From an optimization exercise on the open Yosys and OpenROAD flow, aimed at small area; shortcuts taken in it are not production practice.
In this exercise RTL edits were held to simulation tests only and were not proved equivalent to the original.
No activity file was given, so power comes from the tool's default toggle rates.

build 15:
// cond_alu_shift_mult_branch_execute_unit
module cond_alu_shift_mult_branch_execute_unit (
  input  logic        clk_i,
  input  logic        rst_ni,
  input  logic        exe_valid_i,
  output logic        exe_ready_o,
  input  logic [1:0]  exe_func_i,
  input  logic [3:0]  exe_cond_i,
  input  logic [3:0]  exe_opcode_i,
  input  logic        exe_imm_operand_i,
  input  logic        exe_set_flags_i,
  input  logic [3:0]  exe_reg_n_i,
  input  logic [3:0]  exe_reg_d_i,
  input  logic [11:0] exe_operand2_i,
  input  logic        exe_accumulate_or_link_i,
  input  logic [23:0] exe_branch_offset_i,
  input  logic [31:0] exe_load_value_i,
  output logic        res_valid_o,
  input  logic        res_ready_i,
  output logic        res_executed_o,
  output logic        res_wrote_register_o,
  output logic [3:0]  res_dest_reg_o,
  output logic [31:0] res_result_o,
  output logic        res_flag_n_o,
  output logic        res_flag_z_o,
  output logic        res_flag_c_o,
  output logic        res_flag_v_o,
  output logic        res_flush_o
);
  localparam logic [1:0] PH_IDLE = 2'd0;
  localparam logic [1:0] PH_PRE  = 2'd1;
  localparam logic [1:0] PH_ALU  = 2'd2;
  logic [4:0]  c_q;
  logic [1:0]  ph_q;
  logic        clr_q;
  logic        rv_q;
  logic [3:0]  fl_q;       
  logic        last;
  logic        in_pre;
  logic        in_alu;
  assign last   = (c_q == 5'd31);
  assign in_pre = (ph_q == PH_PRE);
  assign in_alu = (ph_q == PH_ALU);
  logic [3:0]  op;
  logic [11:0] o2;
  logic        is_dp, is_mul, is_br, is_ld;
  logic        dp_ok, dp_wr, logic_op, pass, exec, wr_main, need_pre;
  logic [3:0]  target;
  assign op     = exe_opcode_i;
  assign o2     = exe_operand2_i;
  assign is_dp  = (exe_func_i == 2'd0);
  assign is_mul = (exe_func_i == 2'd1);
  assign is_br  = (exe_func_i == 2'd2);
  assign is_ld  = (exe_func_i == 2'd3);
  always_comb begin
    dp_ok    = 1'b1;
    dp_wr    = 1'b1;
  ...
export LEC_CHECK = 0
export CAP_MARGIN = 20
export CORE_MARGIN = 2
export CORE_UTILIZATION = 35
export SLEW_MARGIN = 20
create_clock -name core_clock -period 20.0 [get_ports {clk_i}]
standard.sh (not shown) runs the stock make flow with config.mk's settings and CLKGATE_MAP_FILE= SYNTH_SCRIPT=/design/flow/synth_recipe.tcl, a recipe that flattens the netlist after the stock synthesis.
==> flow/flow/run.sh <==
#!/bin/bash
# Standard ORFS layout; the ports get buf_1 buffers and CTS inserts no dummy loads.
set -euo pipefail
bash standard.sh \
  'BUFFER_PORTS_ARGS=-buffer_cell sky130_fd_sc_hd__buf_1' \
  'CTS_ARGS=-sink_clustering_enable -repair_clock_nets -dont_use_dummy_load -buf_list sky130_fd_sc_hd__clkbuf_16' \
  finish > flow_make.log 2>&1
Build 15 completed end to end with timing, DRC and antenna clean.
Changes in build 75 relative to build 15:
==> flow/flow/run.sh <==
#!/bin/bash
# Standard ORFS layout with three changes:
#  - synthesis maps the logic with flow/abc_area.script (through flow/my_synth.tcl,
#    which is synth_recipe.tcl plus an abc wrapper); registers are untouched
#  - the ports get buf_1 buffers
#  - CTS uses clkbuf_8 with small sink clusters and inserts no dummy loads
set -euo pipefail
export MY_ABC_SCRIPT=$PWD/flow/abc_area.script
bash standard.sh \
  "SYNTH_SCRIPT=$PWD/flow/my_synth.tcl" \
  'BUFFER_PORTS_ARGS=-buffer_cell sky130_fd_sc_hd__buf_1' \
  'CTS_ARGS=-sink_clustering_enable -repair_clock_nets -dont_use_dummy_load -buf_list sky130_fd_sc_hd__clkbuf_8 -sink_clustering_size 20 -sink_clustering_max_diameter 60' \
  finish > flow_make.log 2>&1
==> flow/flow/abc_area.script (new file) <==
strash
&get -n
&st
&syn2
&dch -f
&put
amap
topo
dnsize -c
==> flow/flow/my_synth.tcl (new file) <==
proc synth {args} { yosys synth -nofsm -noshare {*}$args }
# map the logic with the abc script named by MY_ABC_SCRIPT instead of ORFS's
proc abc {args} {
  set i [lsearch -exact $args -script]
  if { $i >= 0 && [info exists ::env(MY_ABC_SCRIPT)] } {
    lset args [expr {$i + 1}] $::env(MY_ABC_SCRIPT)
  }
  yosys abc {*}$args
}
source $::env(SCRIPTS_DIR)/synth.tcl
# left out here: clear keep_hierarchy, flatten, clean up, hide names made inside functions, write 1_2_yosys.v
--- a/flow/config.mk
+++ b/flow/config.mk
@@ -9,3 +9,3 @@
 export CORE_MARGIN = 2
-export CORE_UTILIZATION = 35
+export CORE_UTILIZATION = 70
 export SLEW_MARGIN = 20
## What came out
Compared to build 15, the router laid down less metal wire for build 75. Synthesized cell count, build 75 and build 15: lower on build 75. Comparing the two runs side by side, build 75 comes out ahead of build 15 on wire length of the first global-routing pass. Against build 15 as the reference, build 75 delivers a higher final standard cell utilization of the core. Row cell area power density: build 75 lower / build 15 higher. The actual slew at the worst max-slew pin in build 75 sits 62 ps above the value recorded for build 15. Compared with build 15, build 75 shows a lower area growth from synthesis to layout. Global-route usage: build 75 vs build 15 up 12 points.
### build 75 -> build 39
==> flow/flow/run.sh <==
#!/bin/bash
# Standard ORFS layout; the ports get buf_1 buffers and CTS inserts no dummy loads.
set -euo pipefail
bash standard.sh \
  'BUFFER_PORTS_ARGS=-buffer_cell sky130_fd_sc_hd__buf_1' \
  'CTS_ARGS=-sink_clustering_enable -repair_clock_nets -dont_use_dummy_load -buf_list {sky130_fd_sc_hd__clkbuf_8 sky130_fd_sc_hd__clkbuf_16} -sink_clustering_size 24 -sink_clustering_max_diameter 80' \
  finish > flow_make.log 2>&1
--- a/flow/config.mk
+++ b/flow/config.mk
@@ -9,3 +9,3 @@
 export CORE_MARGIN = 2
-export CORE_UTILIZATION = 70
+export CORE_UTILIZATION = 35
 export SLEW_MARGIN = 20
removed: flow/flow/abc_area.script
removed: flow/flow/my_synth.tcl
### Flow results
In build 39 relative to build 75, number of global-route vias before repair had gone down by a few percent. The end of the critical path comes out p_q[30] in one run and p_q[31] in the other, namely in build 39 and build 75 respectively. Total buffers and inverters traversed by the critical path (lower): build 39. In build 39 relative to build 75, length in cells of the worst reg-to-reg path had gone down by a few percent. Post-route non-filler standard cell count in build 39 is 298 above build 75. Build 39 vs build 75 on clock-buffer cell count: build 39 is the lower one. Build 75 -> build 39: cell area after placement increased by a few percent. Build 39: routed length per instance 2.1 microns below build 75.

afterwards: timing with drivers on the ports:
Ports are ideal in the flow. The routed layouts listed here were re-timed in OpenROAD.
Step 1 assumes that a clkbuf_16 drives the clock port and a buf_2 every other input.
Step 2 adds t to the input delays and takes it off the output delays; t is the mean of the earliest and latest rising clock arrival at the registers after step 1. Input paths then give back, and output paths get back, about the clock's delay inside the block.
Slacks: ideal / step 1 / step 2; pairs: ideal / step 1.
run	t (ns)	slack for setup (ns)	worst setup path at the end	clock arrival spread, ns	worst data-port slew with drivers (ns)
build 15	0.596	2.442 / 2.432 / 1.836	input to register	0.095 / 0.094	0.10
build 75	0.585	2.309 / 2.313 / 1.728	input to register	0.050 / 0.049	0.09
build 39	0.619	2.524 / 2.513 / 1.893	input to register	0.092 / 0.093	0.11
After both steps every run listed still meets setup and hold. The setup slack of build 39, which loses most, moves by -0.011 ns with the drivers and by -0.631 ns with both steps.
